Context: an optimization exercise on an open-source flow, tuned for small area, a short achievable clock period and few clock cycles per item. The choices shown serve that exercise and are no tape-out recipe. Function was checked by simulation only, so behaviour that the tests miss may differ from the original.

File: flow/flow/run.sh
#!/bin/bash
# The standard layout (the standard.sh: standard synthesis, floorplan, place, CTS, route),
# with one change: ports are buffered with buf_1 cells (sized up later as needed) instead of
# the default clkdlybuf4s50_1.
set -euo pipefail
bash standard.sh 'BUFFER_PORTS_ARGS=-buffer_cell sky130_fd_sc_hd__buf_1' finish > standard_flow.log 2>&1
File: flow/standard.sh
#!/bin/bash
# synth_recipe.tcl (not shown) runs the flow's synth.tcl, then flattens the netlist and writes it again
# the make line also repeats each setting of config.mk as NAME=value (left out here)
make -C /OpenROAD-flow-scripts/flow DESIGN_CONFIG=/design/flow/config.mk WORK_HOME=/design/flow/orfs CLKGATE_MAP_FILE= SYNTH_SCRIPT=/design/flow/synth_recipe.tcl "${@:-finish}"
File: flow/config.mk
export PLATFORM = sky130hd
export DESIGN_NAME = muldiv_seq
export DESIGN_NICKNAME = muldiv_seq
export VERILOG_FILES = /design/flow/design.v
export SDC_FILE = /design/flow/constraint.sdc
export NUM_CORES = 4
export LEC_CHECK = 0
export CAP_MARGIN = 20
export CORE_MARGIN = 2
export CORE_UTILIZATION = 60
export SETUP_SLACK_MARGIN = 4
export SLEW_MARGIN = 20
File: flow/constraint.sdc
create_clock -name core_clock -period 10.0 [get_ports {clk}]
set_input_delay 2.0000 -clock core_clock [delete_from_list [all_inputs] [get_ports {clk}]]
set_output_delay 2.0000 -clock core_clock [all_outputs]
set_load 0.01 [all_outputs]
File: flow/design.v
module muldiv_seq #(
  parameter int W  = 64,
  parameter int CW = 7
) (
  input  logic         clk,
  input  logic         rst,
  input  logic         start,
  input  logic         op_div,
  input  logic         op_signed,
  input  logic         op_dword,
  input  logic [W-1:0] rs,
  input  logic [W-1:0] rt,
  input  logic         rd_hilo,
  input  logic         wr_hi,
  input  logic         wr_lo,
  input  logic [W-1:0] wdata,
  input  logic         kill,
  output logic         busy,
  output logic         done,
  output logic         stall,
  output logic [W-1:0] hi,
  output logic [W-1:0] lo
);
  typedef enum logic [2:0] {IDLE, MUL, NORM, DIV, FIX} state_t;
  state_t        state, nstate;
  logic [4:0]    cnt;
  logic          div_r, dw_r, neg_lo, neg_hi;
  logic [64:0]   a_r;         
  logic [65:0]   b_r;         
  logic [6:0]    lza_r, lzb_r;  
  logic          bz_r;        
  logic          ca_r, kb_r;  
  logic          xneg_r;      
  logic [7:0]    bneg_r, bone_r, btwo_r;  
  logic          corr_r;      
  logic [66:0]   s_r, c_r;    
  logic          cin_r;       
  logic [15:0]   slo_r, clo_r;  
  logic [63:0]   pl_r;        
  function automatic logic [6:0] lzc64(input logic [63:0] v);
    logic [31:0] v1; logic [31:0] c1;
    logic [15:0] v2; logic [1:0] c2 [16];
    logic [7:0]  v3; logic [2:0] c3 [8];
    logic [3:0]  v4; logic [3:0] c4 [4];
    logic [1:0]  v5; logic [4:0] c5 [2];
    logic        v6; logic [5:0] c6;
    for (int i = 0; i < 32; i++) begin
      v1[i] = v[2*i+1] | v[2*i];
      c1[i] = ~v[2*i+1];
    end
    for (int i = 0; i < 16; i++) begin
      v2[i] = v1[2*i+1] | v1[2*i];
      c2[i] = v1[2*i+1] ? {1'b0, c1[2*i+1]} : {1'b1, c1[2*i]};
    end
    for (int i = 0; i < 8; i++) begin
      v3[i] = v2[2*i+1] | v2[2*i];
      c3[i] = v2[2*i+1] ? {1'b0, c2[2*i+1]} : {1'b1, c2[2*i]};
    end
    for (int i = 0; i < 4; i++) begin
      v4[i] = v3[2*i+1] | v3[2*i];
      c4[i] = v3[2*i+1] ? {1'b0, c3[2*i+1]} : {1'b1, c3[2*i]};
    end
    for (int i = 0; i < 2; i++) begin
      v5[i] = v4[2*i+1] | v4[2*i];
      c5[i] = v4[2*i+1] ? {1'b0, c4[2*i+1]} : {1'b1, c4[2*i]};
    end
    v6 = v5[1] | v5[0];
    c6 = v5[1] ? {1'b0, c5[1]} : {1'b1, c5[0]};
    lzc64 = v6 ? {1'b0, c6} : 7'd64;
  endfunction
  logic        sa_in, sb_in;
  logic [64:0] xa_in;
  logic [63:0] xb_in;
  logic [6:0]  lza_in, lzb_in;
  always_comb begin
    sa_in  = op_signed && (op_dword ? rs[63] : rs[31]);
    sb_in  = op_signed && (op_dword ? rt[63] : rt[31]);
    xa_in  = op_dword ? {sa_in, rs} : {{33{sa_in}}, rs[31:0]};
    xb_in  = op_dword ? rt : {{32{sb_in}}, rt[31:0]};
    lza_in = lzc64(sa_in ? {~xa_in[62:0], 1'b1} : xa_in[63:0]);
    lzb_in = lzc64(xb_in ^ {64{sb_in}});
  end
  logic [16:0] benc;
  logic [7:0]  bneg_n, bone_n, btwo_n;
  always_comb begin
    benc = (state == IDLE) ? {xb_in[15:0], 1'b0} : b_r[31:15];
    for (int i = 0; i < 8; i++) begin
      bneg_n[i] = benc[2*i+2];
      bone_n[i] = benc[2*i+1] ^ benc[2*i];
      btwo_n[i] = (benc[2*i+2] & ~benc[2*i+1] & ~benc[2*i]) |
                  (~benc[2*i+2] & benc[2*i+1] & benc[2*i]);
    end
  end
  localparam int TW = 83;     
  localparam logic [63:0] KBIAS = 64'hAAAA_AAAA_AAAA_AAAC;
  function automatic logic [2*TW-1:0] csa(input logic [TW-1:0] x, input logic [TW-1:0] y,
                                          input logic [TW-1:0] z);
    logic [TW-1:0] m;
    m   = (x & y) | (x & z) | (y & z);
    csa = {x ^ y ^ z, m[TW-2:0], 1'b0};
  endfunction
  logic [65:0]   by [8];
  logic [TW-1:0] rw [8];
  logic [TW-1:0] xa, xk;
  logic [TW-1:0] e1s, e1c, e2s, e2c;
  logic [TW-1:0] u1s, u1c, u2s, u2c, u3s, u3c, v1s, v1c, v2s, v2c, w1s, w1c, x1s, x1c, ms, mc;
  logic [16:0]   mlow;
  always_comb begin
    for (int i = 0; i < 8; i++) begin
      by[i]   = ({66{bone_r[i]}} & {a_r[64], a_r}) | ({66{btwo_r[i]}} & {a_r, 1'b0});
      by[i]   = by[i] ^ {66{bneg_r[i]}};
      rw[i]   = {16'd0, ~by[i][65], by[i]} << (2 * i);
    end
    for (int i = 0; i < 7; i++)
      rw[7][2*i] = bneg_r[i];
    xa = {3'd0, ca_r ? a_r[63:0] : 64'd0, 16'd0};
    xa[14] = bneg_r[7];
    xk = {3'd0, kb_r ? KBIAS : 64'd0, 16'd0};
    {e1s, e1c} = csa({16'd0, s_r}, {16'd0, c_r}, xa);
    {e2s, e2c} = csa(e1s, e1c, xk);
    {u1s, u1c} = csa(e2s, e2c, rw[0]);
    {u2s, u2c} = csa(rw[1], rw[2], rw[3]);
    {u3s, u3c} = csa(rw[4], rw[5], rw[6]);
    {v1s, v1c} = csa(u1s, u1c, u2s);
    {v2s, v2c} = csa(u2c, u3s, u3c);
    {w1s, w1c} = csa(v1s, v1c, v2s);
    {x1s, x1c} = csa(w1s, w1c, v2c);
    {ms, mc}   = csa(x1s, x1c, rw[7]);
    mlow = {1'b0, slo_r} + {1'b0, clo_r} + {16'd0, cin_r};
  end
  logic [7:0]  kest;
  logic        early;
  logic [63:0] ma_n, mb_n;
  logic [65:0] d_al;
  logic [64:0] r1, r2;
  logic [65:0] r3, t3s, t3c, x3, y3, z3, m3;
  logic        ok1, ok2, ok3;
  logic [1:0]  qd;
  logic [63:0] rem_n;
  always_comb begin
    kest   = {1'b0, lzb_r} - {1'b0, lza_r};                     
    if (!kest[7] && kest[6]) kest = 8'd63;                      
    early  = bz_r || kest[7];                                   
    ma_n   = neg_hi ? (~s_r[63:0] + 64'd1) : s_r[63:0];
    mb_n   = (neg_lo ^ neg_hi) ? (~b_r[63:0] + 64'd1) : b_r[63:0];
    d_al   = {2'b0, mb_n} << {kest[5:1], 1'b0};
    r1 = {1'b0, s_r[63:0]} - {1'b0, b_r[63:0]};
    r2 = {1'b0, s_r[63:0]} - {1'b0, b_r[62:0], 1'b0};
    x3 = {2'b0, s_r[63:0]};
    y3 = ~{1'b0, b_r[63:0], 1'b0};
    z3 = ~{2'b0, b_r[63:0]};
    t3s = x3 ^ y3 ^ z3;
    m3  = (x3 & y3) | (x3 & z3) | (y3 & z3);
    t3c = {m3[64:0], 1'b1};
    r3 = t3s + t3c + 66'd1;
    ok1 = !r1[64] && (b_r[65:64] == 2'd0);
    ok2 = !r2[64] && (b_r[65:63] == 3'd0);
    ok3 = !r3[65] && (b_r[65:63] == 3'd0);
    if (ok3)      begin qd = 2'd3; rem_n = r3[63:0]; end
    else if (ok2) begin qd = 2'd2; rem_n = r2[63:0]; end
    else if (ok1) begin qd = 2'd1; rem_n = r1[63:0]; end
    else          begin qd = 2'd0; rem_n = s_r[63:0]; end
  end
  logic [79:0] f1, f2, fsum;
  logic [63:0] q_n, res_hi, res_lo;
  always_comb begin
    f1   = {s_r[63:0] ^ {64{xneg_r}}, slo_r};
    f2   = {c_r[63:0], clo_r};
    fsum = f1 + f2 + {79'd0, cin_r};
    q_n  = neg_lo ? (~pl_r + 64'd1) : pl_r;
    if (!div_r) begin
      res_lo = dw_r ? {fsum[15:0], pl_r[63:16]} : {{32{fsum[15]}}, fsum[15:0], pl_r[63:48]};
      res_hi = dw_r ? fsum[79:16] : {{32{fsum[47]}}, fsum[47:16]};
    end else begin
      res_lo = bz_r ? 64'hFFFF_FFFF_FFFF_FFFF :
               dw_r ? q_n : {{32{q_n[31]}}, q_n[31:0]};
      res_hi = dw_r ? fsum[79:16] : {{32{fsum[47]}}, fsum[47:16]};
    end
  end
  logic fin;
  always_comb begin
    fin = (state == FIX) || ((state == NORM) && early);
    nstate = state;
    case (state)
      IDLE: if (start) begin if (op_div) nstate = NORM; else nstate = MUL; end
      MUL:  if (cnt == 5'd0) nstate = FIX;
      NORM: if (early) nstate = IDLE; else nstate = DIV;
      DIV:  if (cnt == 5'd0) nstate = FIX;
      FIX:  nstate = IDLE;
      default: nstate = IDLE;
    endcase
    if (kill) nstate = IDLE;
    busy  = (state != IDLE);
    done  = fin && !kill;
    stall = busy && (start || rd_hilo || wr_hi || wr_lo);
  end
  always_ff @(posedge clk) begin
    if (rst) state <= IDLE;
    else     state <= nstate;
  end
  always_ff @(posedge clk) begin
    case (state)
      IDLE: begin
        div_r  <= op_div;
        dw_r   <= op_dword;
        neg_lo <= sa_in ^ sb_in;
        neg_hi <= sa_in;
        a_r    <= xa_in;
        b_r    <= {2'b0, xb_in};
        lza_r   <= lza_in;
        lzb_r   <= lzb_in;
        bz_r    <= (xb_in == 64'd0);
        ca_r    <= 1'b0;
        kb_r    <= 1'b0;
        {bneg_r, bone_r, btwo_r} <= {bneg_n, bone_n, btwo_n};
        corr_r <= !op_signed && (op_dword ? rt[63] : rt[31]);
        s_r    <= op_div ? {3'b0, xa_in[63:0]} : 67'd0;
        c_r    <= 67'd0;
        cin_r  <= 1'b0;
        slo_r  <= op_div ? 16'hFFFF : 16'd0;
        clo_r  <= 16'd0;
        xneg_r <= 1'b0;
        pl_r   <= 64'd0;
        cnt    <= op_dword ? 5'd3 : 5'd1;
      end
      MUL: begin
        s_r   <= ms[82:16];
        c_r   <= mc[82:16];
        cin_r <= mlow[16];
        slo_r <= ms[15:0];
        clo_r <= mc[15:0];
        pl_r  <= {mlow[15:0], pl_r[63:16]};
        b_r   <= {18'd0, b_r[63:16]};
        {bneg_r, bone_r, btwo_r} <= {bneg_n, bone_n, btwo_n};
        ca_r    <= corr_r && (cnt == 5'd1);
        kb_r    <= dw_r && (cnt == 5'd1);
        cnt   <= cnt - 5'd1;
      end
      NORM: begin
        b_r  <= d_al;
        s_r  <= {3'b0, ma_n};
        cin_r  <= neg_hi;
        xneg_r <= neg_hi;
        cnt  <= kest[5:1];
      end
      DIV: begin
        s_r  <= {3'b0, rem_n};
        pl_r <= {pl_r[61:0], qd};
        b_r  <= {2'b0, b_r[65:2]};
        cnt  <= cnt - 5'd1;
      end
      default: ;
    endcase
  end
  always_ff @(posedge clk) begin
    if (rst) begin
      hi <= '0;
      lo <= '0;
    end else if (fin && !kill) begin
      hi <= res_hi;
      lo <= res_lo;
    end else if (state == IDLE) begin
      if (wr_hi) hi <= wdata;
      if (wr_lo) lo <= wdata;
    end
  end
endmodule
==> impl_results.md, run 1 <==
* Status: finished clean
* Layout cells sized above 1 at 0.0442
* Delay-heaviest family, CP: adder cells
* CTS Buf Count at 69
* HPWL after DPL at 260000 µm
* Unrepaired setup endpoints after global routing: false
* Register area share after synthesis at 0.188
* Worst EP required at 10.45 ns
* Synth top area cells: fa_1 17%, edfxtp_1 15%, xnor2_1 6.3%
* Syn. warnings at 11
* Slew Limit Fails at 0
* Num Clock Sinks at 539
* Fillers at 11300
* Worst Path Arrival at 6.36 ns
* Ports at 333
* Peak Freq at 0.169 GHz
* Most frequent cells in the layout: 977 x nand2_1, 763 x inv_1, 680 x fa_1
* Sum Neg Setup Slack at 0 ns
* First-pass GRT wire length at 497000 µm
* Ys flop type: edfxtp_1
* Number of synthesized flops with an enable pin at 408
* Top cell type's share of synthesized area at 0.172
* Core box area at 131000 µm²
* H-Tree Depth at 3
* Top cell by count, worst path: fa_1
* Area delta synth->final at 5.54%
* Largest net degree at the start of global routing at 100
* Post-route cell area at 83600 µm²
* Nets at 10500
* First-iteration detailed-routing DRC count at 14000
* Clock Skew at 0.0614 ns
* Most common cell after layout, fill and taps aside: nand2_1
* Ys async rst share at 0
* CP endpoint kind: flop
* Syn_area_per_cell at 8.37 µm²
* Clock Root Buffer: clkbuf_16
* Die area at 135000 µm²
* Hold WC Path Type: reg2reg
* Synthesized flop and latch total at 539
* CTS Hold Bufs at 0
* Synth unique cells at 104
* Gr ovfl total at 0
* Final setup viols at 0
* Post-synthesis cell count at 9464
* Slowest CP cell: buf_4
* Netlist Area Pre-Place at 79200 µm²
* DP Area at 81100 µm²
* Initial core utilization at 0.603
* Die H at 367 µm
* Wire per inst at 30.9 µm
* Tcrit/Tclk final at 0.591
* Overall routing resource usage at 0.493
* Clock Pin Slew Worst Setup and Hold Paths at 0.06 ns
* Final count of hold timing violations at 0
* IO buf count at 332
* CP peak stage delay at 0.69 ns
* Max-slew headroom at 0.142
* DRT Wirelength at 342000 µm
* Slew @ Worst Pin at 1.28 ns
* DRC errors left at 0
* Rows at 133
* Leading area contributor after synthesis: fa_1
* MaxCap Viol Count at 0
* Clock latency at the later pin of the worst-skew pair at 0.74 ns
* Setup CP Type: reg2reg
* Pre-antenna DRT Iters at 9
* Chip width at 367 µm
* Initial antenna violation count at 20
* ANT nets after route at 0
* Startpoint Class: flop
* Vias after detailed routing at 78900
* Tmin final at 5.91 ns
* Gpl congestion at 1.08
* Vias in the first global route at 74500
* Syn_nets at 10700
* CTS tree: done
* Worst Path Max Fanout at 40
* CTS Buffer Depth at 3
* Worst Path Buf+Inv at 4
* Via density at 7.12
* Sequence of cells on the critical path: inv_4 -> buf_4 -> xnor2_1 -> fa_1 -> inv_1 -> fa_1 -> inv_1 -> fa_1 -> fa_1 -> fa_1 -> nor2_1 -> a221oi_1 -> o21ai_0 -> a221o_1
## flip-flops by register name, indices dropped and copies added (netlist names), 5 cells and up
register and flops:
b_r 66, a_r 64, hi 64, clo_r 13, slo_r 16, bone_r 8, lza_r 7, cnt 5
c_r 66, s_r 66, bneg_r 8, lzb_r 7, pl_r 64, btwo_r 8, lo 64
## synthesized netlist by cell type, types with 131 or more instances
cell,instances
nor3_1,142
a22oi_1,529
edfxtp_1,408
a21oi_1,634
xnor2_1,570
xor2_1,469
mux2i_1,142
a21o_1,185
nand2_1,981
o21ai_0,369
dfxtp_1,131
fa_1,680
nor2_1,663
ha_1,397
inv_1,764
clkbuf_1,601
## layout make-up
class | count | area [µm²] | area share
multi-input combinational | 7389 | 58800 | 0.703
sequential | 539 | 14900 | 0.178
inverter | 772 | 2910 | 0.0348
timing repair buffer | 489 | 2450 | 0.0293
tap | 1755 | 2200 | 0.0263
clock buffer | 87 | 1900 | 0.0227
clock inverter | 37 | 467 | 0.00558
antenna | 13 | 32.5 | 0.000389
## through the flow
| step | instances | hold slack [ns] | utilization | setup WS (ns) |
|---|---|---|---|---|
| 3_3_place_gp | 10900 | 0.468 | 0.617 | 3.35 |
| 5_1_grt | 11100 | 0.504 | 0.636 | 3.97 |
| 2_1_floorplan | 9464 | 0.500 | - | 4.13 |
| 4_1_cts | 11100 | 0.482 | 0.636 | 4.04 |
| 3_5_place_dp | 10900 | 0.472 | 0.617 | 3.23 |
| 6_report | 11100 | 0.479 | 0.637 | 4.09 |
## worst min-delay path, cell delays in order, from the launching register on
cell	delay [ns]
dfxtp_1	0.31
nand2_1	0.05
a311oi_1	0.07
## kinds of logic (layout without fill, tap and decap cells)
| group | after synthesis | after routing | synth area share |
|---|---|---|---|
| AO/OA/AOI/OAI | 2683 | 2684 | 0.229 |
| buffers and inverters | 1537 | 1385 | 0.0736 |
| adder cells (fa/ha/maj) | 1077 | 1077 | 0.235 |
| XOR/XNOR | 1042 | 1042 | 0.116 |
| AND/OR/NAND/NOR | 2431 | 2431 | 0.140 |
| other | 0 | 13 | 0 |
| flip-flops | 539 | 539 | 0.188 |
| multiplexers | 155 | 155 | 0.0198 |
## routing by layer
layer	wire, µm	GRT usage	up-vias
li1	-	-	33000
met1	121000	0.637	37600
met2	141000	0.709	6651
met3	48600	0.145	1542
met4	31300	0.339	12
met5	92	0	-
## worst paths after layout
check	depth (start not counted)	slack, ns	from	endpoint
worst max-delay path	14	4.09	bneg_r[4]$_DFFE_PP_	s_r[49]$_DFFE_PP_
worst min-delay path	2	0.48	lo[13]$_SDFFE_PP0P_	lo[13]$_SDFFE_PP0P_
worst max register to register	14	4.09	bneg_r[4]$_DFFE_PP_	s_r[49]$_DFFE_PP_
worst min register to register	2	0.48	lo[13]$_SDFFE_PP0P_	lo[13]$_SDFFE_PP0P_
## repair_timing
| item | in CTS | in global routing |
|---|---|---|
| buffers inserted | 0 | 6 |
| endpoints found under the setup margin | 70 | 106 |
| pin swaps | 1 | 2 |
| resized for setup | 7 | 9 |
| cloned | 1 | 0 |
Testbench counts, summed over its fixed seeds: cycles 18,205, ops 3,200.
==> run 2, diff against run 1 <==
--- a/flow/config.mk
+++ b/flow/config.mk
@@ -9,4 +9,4 @@
 export CORE_MARGIN = 2
-export CORE_UTILIZATION = 60
-export SETUP_SLACK_MARGIN = 4
+export CORE_UTILIZATION = 65
+export SETUP_SLACK_MARGIN = 5
 export SLEW_MARGIN = 20
==> run 2 against run 1 <==
  * The run now fails in global routing
  * Area after synthesis did not move
  * Synthesized cell count stayed put
==> impl_results.md, run 2 <==
* Top-count cell post-synth: nand2_1
* Synth unique cells at 104 (unchanged)
* Register area share after synthesis at 0.188 (unchanged)
* Syn. warnings at 11 (unchanged)
* Initial core utilization at 0.652 (+0.0492)
* Netlist Area Pre-Place at 79200 µm² (unchanged)
* Synthesized flop and latch total at 539 (unchanged)
* IO buf count at 332 (unchanged)
* Commonest cells in the netlist: 981 x nand2_1, 764 x inv_1, 680 x fa_1
* Overall routing resource usage at 0.617
* First error: [ERROR GRT-0232] Routing congestion too high. Check the congestion heatmap in the GUI.
* H-Tree Depth at 3 (unchanged)
* Post-synthesis cell count at 9464 (unchanged)
* Setup WS pre-CTS at 3.81 ns (+0.581 ns)
* HPWL after DPL at 261000 µm (+0.53%)
* CTS Buffer Depth at 3 (unchanged)
* Ys async rst share at 0 (unchanged)
* Status: stopped before the end
* Syn_nets at 10700 (unchanged)
* Leading area contributor after synthesis: fa_1
* Stop stage: global routing
* Gr ovfl total at 1
* Gpl congestion at 1.12 (+3.5%)
* Cells after DPL at 10800 (-1.3%)
* Chip width at 353 µm (-3.9%)
* Rows at 128 (-3.8%)
* Clock Root Buffer: clkbuf_16
* CTS Buf Count at 68 (-1.4%)
* Top cell type's share of synthesized area at 0.172 (unchanged)
* Ys flop type: edfxtp_1
* Syn_area_per_cell at 8.37 µm² (unchanged)
* Num Clock Sinks at 539 (unchanged)
* Die H at 353 µm (-3.9%)
* Ports at 333 (unchanged)
* Synth top area cells: fa_1 17%, edfxtp_1 15%, xnor2_1 6.3%
* Number of synthesized flops with an enable pin at 408 (unchanged)
* Largest net degree at the start of global routing at 94
-- run 2: metrics by stage --
step / instance area [µm²] / util
floorplan: 79300 / -
global placement: 80900 / 0.666
detailed placement: 80900 / 0.667
CTS: 85700 / 0.706
-- run 2: worst max path at each step --
| stage | startpoint | end |
|---|---|---|
| 2_1_floorplan | kb_r$_DFFE_PP_ | s_r[49]$_DFFE_PP_ |
| 3_3_place_gp | op_dword | lza_r[0]$_SDFFCE_PP0P_ |
| 3_5_place_dp | rs[63] | lza_r[1]$_SDFFCE_PP0P_ |
| 4_1_cts | s_r[35]$_DFFE_PP_ | s_r[20]$_DFFE_PP_ |
-- run 2: timing repair --
action,4_1_cts
hold buffers,0
endpoints found under the hold margin,0
pin swaps,81
gates resized for setup,264
setup endpoints to repair,220
setup buffers,163
cloned,6
-- run 2: kinds of logic after synthesis --
group,synth area share
buffers and inverters,0.0736
muxes,0.0198
DFF,0.188
adders and majority gates,0.235
xor gates and xnor gates,0.116
AOI/OAI and AO/OA,0.229
and+or+nand+nor,0.140
-- run 2: routing by layer --
metal	overflow	GRT usage
met1	0	0.700
met2	0	0.794
met3	0	0.369
met4	1	0.535
met5	0	0.154
==> run 3, diff against run 2 <==
--- a/flow/config.mk
+++ b/flow/config.mk
@@ -7,5 +7,6 @@
 export LEC_CHECK = 0
+export ABC_CLOCK_PERIOD_IN_PS = 5500
 export CAP_MARGIN = 20
 export CORE_MARGIN = 2
-export CORE_UTILIZATION = 65
+export CORE_UTILIZATION = 60
 export SETUP_SLACK_MARGIN = 5
==> run 3 against run 2 <==
  * The run now finishes clean
  * Synthesized cell count did not move
  * Area after synthesis is the same
==> impl_results.md, run 3 <==
* Ys async rst share at 0 (unchanged)
* Syn_nets at 10700 (unchanged)
* Via density at 7.10
* Final count of hold timing violations at 0
* Slew Limit Fails at 0
* Area delta synth->final at 10.0%
* Clock Skew at 0.0591 ns
* Min-Delay Startpoint: lo[12]$_SDFFE_PP0P_
* Top-count cell post-synth: nand2_1
* Status: finished clean
* Chip width at 367 µm (+4.0%)
* Worst Path Max Fanout at 4
* Tcrit/Tclk final at 0.537
* Worst Path Arrival at 5.83 ns
* Most common cell after layout, fill and taps aside: nand2_1
* Die H at 367 µm (+4.0%)
* Die area at 135000 µm²
* Initial antenna violation count at 21
* Startpoint Class: flop
* Overall routing resource usage at 0.495
* HPWL after DPL at 256000 µm (-2.1%)
* Hold WC Path Type: reg2reg
* CP endpoint kind: flop
* Setup WS pre-CTS at 3.63 ns (-0.179 ns)
* Final setup viols at 0
* CTS Buf Count at 68 (unchanged)
* Reg2reg end: s_r[49]$_DFFE_PP_
* H-Tree Depth at 3 (unchanged)
* R2R Path Start: ca_r$_DFFE_PP_
* Synth top area cells: fa_1 17%, edfxtp_1 15%, xnor2_1 6.3%
* Clock latency at the later pin of the worst-skew pair at 0.74 ns
* Initial core utilization at 0.603 (-0.0492)
* Syn. warnings at 11 (unchanged)
* Netlist Area Pre-Place at 79200 µm² (unchanged)
* Gr ovfl total at 0
* Layout cells sized above 1 at 0.0942
* Peak Freq at 0.186 GHz
* Post-route cell area at 87100 µm²
* Number of synthesized flops with an enable pin at 408 (unchanged)
* Gpl congestion at 1.12 (about the same)
* Clock Root Buffer: clkbuf_16
* Register area share after synthesis at 0.188 (unchanged)
* Max-slew headroom at 0.110
* Vias after detailed routing at 80400
* Sum Neg Setup Slack at 0 ns
* Ys flop type: edfxtp_1
* Slew @ Worst Pin at 1.30 ns
* DRC errors left at 0
* Rows at 133 (+3.9%)
* Final Util at 0.664
* ANT nets after route at 0
* Top cell type's share of synthesized area at 0.172 (unchanged)
* First-pass GRT wire length at 499000 µm
* Setup CP Type: reg2reg
* Worst EP required at 10.46 ns
* CTS Buffer Depth at 3 (unchanged)
* Wire per inst at 30.7 µm
* Unrepaired setup endpoints after global routing: true
* Tmin final at 5.37 ns
* Worst Hold End: lo[12]$_SDFFE_PP0P_
* Flop2flop setup slack at 4.63 ns
* Leading registers by flop count: b_r (66), c_r (66), s_r (66)
* DRT Wirelength at 348000 µm
* IO buf count at 332 (unchanged)
* CTS tree: done
* Synthesized flop and latch total at 539 (unchanged)
* Most frequent cells in the layout: 962 x nand2_1, 718 x inv_1, 649 x nor2_1
* DP Area at 81100 µm² (+0.27%)
* Post-synthesis cell count at 9464 (unchanged)
* Vias in the first global route at 75300
* Ports at 333 (unchanged)
* Commonest cells in the netlist: 981 x nand2_1, 764 x inv_1, 680 x fa_1
* First-iteration detailed-routing DRC count at 13100
* Num Clock Sinks at 539 (unchanged)
* Worst R2R Path Depth at 16
* Final worst slack at 4.63 ns
* Largest net degree at the start of global routing at 209
* Synth unique cells at 104 (unchanged)
* Core box area at 131000 µm²
* Nets at 10800
* MaxCap Viol Count at 0
* CTS Hold Bufs at 0 (unchanged)
* Worst Hold Path Cells at 2
* Pre-antenna DRT Iters at 13
* Leading area contributor after synthesis: fa_1
* Syn_area_per_cell at 8.37 µm² (unchanged)
* Clock Pin Slew Worst Setup and Hold Paths at 0.06 ns
[run 3: cell counts after synthesis]
No cell type changed its count.
[run 3: what timing repair did]
item | in CTS | in global routing
pin swaps | 53 | 95
endpoints found under the hold margin | 0 | 0
gates resized for setup | 174 | 218
gates cloned | 6 | 6
buffers inserted | 154 | 102
endpoints found under the setup margin | 192 | 203
[run 3: per-stage QoR]
stage                     instances  hold slack, ns
after floorplan                9464           0.500
after global placement        10900           0.468
after detailed placement      10900           0.473
after CTS                     11200           0.483
after global routing          11300           0.507
final                         11300           0.483
[run 3: logic make-up (layout without fill, tap and decap cells)]
| kind of cell | Yosys count | after routing | share of synthesized area |
|---|---|---|---|
| XOR/XNOR | 1042 | 1042 | 0.116 |
| buffers and inverters | 1537 | 1640 | 0.0736 |
| other | 0 | 13 | 0 |
| multiplexers | 155 | 155 | 0.0198 |
| AO/OA/AOI/OAI | 2683 | 2683 | 0.229 |
| flip-flops | 539 | 539 | 0.188 |
| adder cells (fa/ha/maj) | 1077 | 1077 | 0.235 |
| AND/OR/NAND/NOR | 2431 | 2432 | 0.140 |
[run 3: worst max-delay path: stages, from the launching register on]
cell and delay [ns]:
edfxtp_1 0.40, buf_12 0.14, buf_16 0.13, nand2_4 0.05, fa_1 0.49, inv_2 0.04, fa_1 0.55, inv_2 0.04
fa_1 0.51, fa_1 0.43, fa_1 0.51, fa_1 0.43, fa_1 0.55, nor2_1 0.07, a221oi_2 0.32, o21ai_1 0.14
a221o_1 0.28
[run 3: how the worst max path moves through the flow]
| stage | slack (ns) | end | start | cells after the start |
|---|---|---|---|---|
| floorplan | 4.82 | s_r[49]$_DFFE_PP_ | kb_r$_DFFE_PP_ | 11 |
| global placement | 3.79 | lza_r[1]$_SDFFCE_PP0P_ | op_dword | 16 |
| detailed placement | 3.63 | lza_r[1]$_SDFFCE_PP0P_ | op_dword | 16 |
| CTS | 4.67 | s_r[49]$_DFFE_PP_ | ca_r$_DFFE_PP_ | 16 |
| global route | 4.52 | s_r[5]$_DFFE_PP_ | ca_r$_DFFE_PP_ | 17 |
| finish | 4.63 | s_r[49]$_DFFE_PP_ | ca_r$_DFFE_PP_ | 16 |
[run 3: area by class of cell]
class / count / area [µm²]
clock inverters: 33 / 423
flip-flops and latches: 539 / 14900
inverters: 772 / 2970
fillers: 11000 / 44200
clock buffers: 90 / 1920
multi-input cells: 7389 / 59700
diodes: 13 / 32.5
well taps: 1755 / 2200
repair buffers: 745 / 5050
[run 3: layer usage]
metal  track usage  part of all wire  vias up
met1         0.629              0.35    38400
met3         0.155              0.15     1610
met5       0.00641           0.00092        -
li1              -                 -    33600
met2         0.710              0.41     6824
met4         0.361             0.095       24
==> run 4, diff against run 3 <==
--- a/flow/config.mk
+++ b/flow/config.mk
@@ -7,6 +7,5 @@
 export LEC_CHECK = 0
-export ABC_CLOCK_PERIOD_IN_PS = 5500
 export CAP_MARGIN = 20
 export CORE_MARGIN = 2
-export CORE_UTILIZATION = 60
+export CORE_UTILIZATION = 55
 export SETUP_SLACK_MARGIN = 5
==> run 4 against run 3 <==
  * Flip-flop and latch count is the same
  * Sequential share of layout area fell by 0.19 points
  * Maximum frequency shrank 1.8%
  * Area after synthesis unchanged
  * Routed wire length is 5.0% higher
  * Setup slack worse by 0.098 ns
  * Global-route usage is 1.9 points lower
  * Final cell count is 1.6% higher
  * Utilization decreased by 4.9 points
  * Clock-buffer cell count up 2
  * Critical endpoint is now s_r[20]$_DFFE_PP_
  * Highest routed layer unchanged
==> impl_results.md, run 4 <==
* Syn_nets at 10700 (unchanged)
* Initial antenna violation count at 22 (+4.8%)
* First-pass GRT wire length at 517000 µm (+3.6%)
* Slew Limit Fails at 0 (unchanged)
* Post-synthesis cell count at 9464 (unchanged)
* Slowest CP cell: fa_2
* Chip width at 383 µm (+4.4%)
* ANT nets after route at 0 (unchanged)
* Startpoint Class: flop
* Syn_area_per_cell at 8.37 µm² (unchanged)
* Worst Path Max Fanout at 2 (-2)
* Die area at 147000 µm² (+9.0%)
* Layout cells sized above 1 at 0.105 (+0.0104)
* CTS Buffer Depth at 3 (unchanged)
* Peak Freq at 0.183 GHz (-1.8%)
* Leading area contributor after synthesis: fa_1
* Min Hold Slack at 0.484 ns (+0.000356 ns)
* Number of synthesized flops with an enable pin at 408 (unchanged)
* Synth top area cells: fa_1 17%, edfxtp_1 15%, xnor2_1 6.3%
* Leading registers by flop count: b_r (66), c_r (66), s_r (66)
* DRC errors left at 0 (unchanged)
* Overall routing resource usage at 0.476 (-0.0192)
* Vias after detailed routing at 80400 (-0.039%)
* Area delta synth->final at 11.3%
* Via density at 6.98 (-1.6%)
* Ports at 333 (unchanged)
* Gr ovfl total at 0 (unchanged)
* Synthesized flop and latch total at 539 (unchanged)
* Synth unique cells at 104 (unchanged)
* Num Clock Sinks at 539 (unchanged)
* Wire per inst at 31.7 µm (+3.3%)
* Gpl congestion at 1.06 (-5.1%)
* Commonest cells in the netlist: 981 x nand2_1, 764 x inv_1, 680 x fa_1
* Flop2flop setup slack at 4.53 ns (-0.10 ns)
* Most common cell after layout, fill and taps aside: nand2_1
* Final setup viols at 0 (unchanged)
* Top cell by count, worst path: fa_2
* Initial core utilization at 0.553 (-0.0506)
* Tmin final at 5.47 ns (+0.0981 ns)
* Tcrit/Tclk final at 0.547 (+0.00981)
* Most frequent cells in the layout: 956 x nand2_1, 725 x inv_1, 642 x nor2_1
* IO buf count at 332 (unchanged)
* Unrepaired setup endpoints after global routing: true
* Sequence of cells on the critical path: inv_2 -> fa_1 -> inv_2 -> fa_2 -> inv_2 -> fa_2 -> fa_2 -> fa_2 -> fa_1 -> fa_2 -> o21ai_2 -> a221o_2 -> a221o_1
* Slew @ Worst Pin at 1.41 ns (+0.103 ns)
* Worst Path Arrival at 5.89 ns (+0.06 ns)
* CP peak stage delay at 0.61 ns (+0.06 ns)
* Max-slew headroom at 0.0533 (-0.0564)
* Ys async rst share at 0 (unchanged)
* Netlist Area Pre-Place at 79200 µm² (unchanged)
* Syn. warnings at 11 (unchanged)
* Pre-antenna DRT Iters at 15 (+2)
* Vias in the first global route at 75600 (+0.39%)
* Sum Neg Setup Slack at 0 ns (unchanged)
* Largest net degree at the start of global routing at 82 (-61%)
* Nets at 10800 (+0.27%)
* Top cell type's share of synthesized area at 0.172 (unchanged)
* DRT Wirelength at 365000 µm (+5.0%)
* Die H at 383 µm (+4.4%)
* HPWL after DPL at 270000 µm (+5.8%)
* Final count of hold timing violations at 0 (unchanged)
* Status: finished clean
* Rows at 139 (+4.5%)
* First-iteration detailed-routing DRC count at 12300 (-5.8%)
* CTS tree: done
* H-Tree Depth at 3 (unchanged)
* Top-count cell post-synth: nand2_1
* Ys flop type: edfxtp_1
* Setup CP Type: reg2reg
* CTS Buf Count at 73 (+7.4%)
* Clock Pin Slew Worst Setup and Hold Paths at 0.06 ns (about the same)
* Register area share after synthesis at 0.188 (unchanged)
* Clock latency at the later pin of the worst-skew pair at 0.73 ns (about the same)
* MaxCap Viol Count at 0 (unchanged)
* Worst EP required at 10.42 ns (-0.04 ns)
* Post-route cell area at 88100 µm² (+1.1%)
* Hold WC Path Type: reg2reg
* CP endpoint kind: flop
* Clock Skew at 0.0394 ns (-0.0198 ns)
* Clock Root Buffer: clkbuf_16
* Core box area at 143000 µm² (+9.1%)
* DP Area at 81400 µm² (+0.30%)
run 4: stage by stage:
| stage | std cells | setup WS, ns | utilization |
|---|---|---|---|
| global route | 11500 | 4.54 | 0.615 |
| finish | 11500 | 4.53 | 0.615 |
| floorplan | 9464 | 4.82 | - |
| detailed placement | 11100 | 3.47 | 0.568 |
| CTS | 11400 | 4.63 | 0.604 |
| global placement | 11100 | 3.67 | 0.568 |
run 4: final timing paths:
| path | from | endpoint | cells past startpoint |
|---|---|---|---|
| max | s_r[35]$_DFFE_PP_ | s_r[20]$_DFFE_PP_ | 13 |
| min | hi[3]$_SDFFE_PP0P_ | hi[3]$_SDFFE_PP0P_ | 2 |
| max reg2reg | s_r[35]$_DFFE_PP_ | s_r[20]$_DFFE_PP_ | 13 |
| min reg2reg | hi[3]$_SDFFE_PP0P_ | hi[3]$_SDFFE_PP0P_ | 2 |
run 4: area by class of cell:
| type | count | area [µm²] |
|---|---|---|
| Inverter | 772 | 2970 |
| Timing Repair Buffer | 769 | 5530 |
| Multi-Input combinational cell | 7389 | 60000 |
| Fill cell | 12500 | 55200 |
| Sequential cell | 539 | 14900 |
| Clock inverter | 42 | 390 |
| Tap cell | 1903 | 2380 |
| Antenna cell | 13 | 32.5 |
| Clock buffer | 92 | 1990 |
run 4: routing by layer:
metal,part of all wire,GRT usage
met4,0.089,0.321
met3,0.13,0.134
met5,0.00039,0
met1,0.36,0.606
met2,0.42,0.703
run 4: cells by family after synthesis:
family / after synthesis / share of synthesized area
muxes: 155 / 0.0198
adders and majority gates: 1077 / 0.235
xor gates and xnor gates: 1042 / 0.116
buffers and inverters: 1537 / 0.0736
AOI/OAI and AO/OA: 2683 / 0.229
DFF: 539 / 0.188
and+or+nand+nor: 2431 / 0.140
run 4: critical path: cells and delay by family (launching register included):
kind	cells	cell delay [ns]
AOI/OAI and AO/OA	3	0.94
adders and majority gates	7	3.57
buffers and inverters	3	0.17
DFF	1	0.47
run 4: timing repair:
action | 4_1_cts | 5_1_grt
resized for setup | 291 | 216
pin swaps | 111 | 121
setup buffers | 187 | 79
hold buffers | 0 | 0
setup endpoints to repair | 214 | 234
hold endpoints to repair | 0 | 0
cloned | 10 | 8

-- what the ideal ports hide --
The results above use ideal ports. As a check the final layouts listed here were re-extracted and re-timed, cells and wires unchanged. Step 1 (the two cells are an assumption about what drives the block):
set clk [get_ports {clk}]
set_driving_cell -lib_cell sky130_fd_sc_hd__clkbuf_16 $clk
set_driving_cell -lib_cell sky130_fd_sc_hd__buf_2 [delete_from_list [all_inputs] $clk]
Step 2 adds t to the input delays and takes it off the output delays; t is the mean of the earliest and latest rising clock arrival at the registers after step 1. Input paths then give back, and output paths get back, about the clock's delay inside the block. Three values: ideal, step 1, step 2; two values: the first two.
run	t (ns)	setup WS [ns]	worst setup path at the end
run 1	0.780	4.090 / 4.038 / 3.420	input to register
run 3	0.789	4.630 / 4.630 / 4.343	input to register
run 4	0.790	4.532 / 4.532 / 4.344	input to register
After both steps setup and hold are still met in every run listed. For run 1, which loses most, drivers alone change the setup slack by -0.052 ns; drivers and shift together by -0.670 ns.
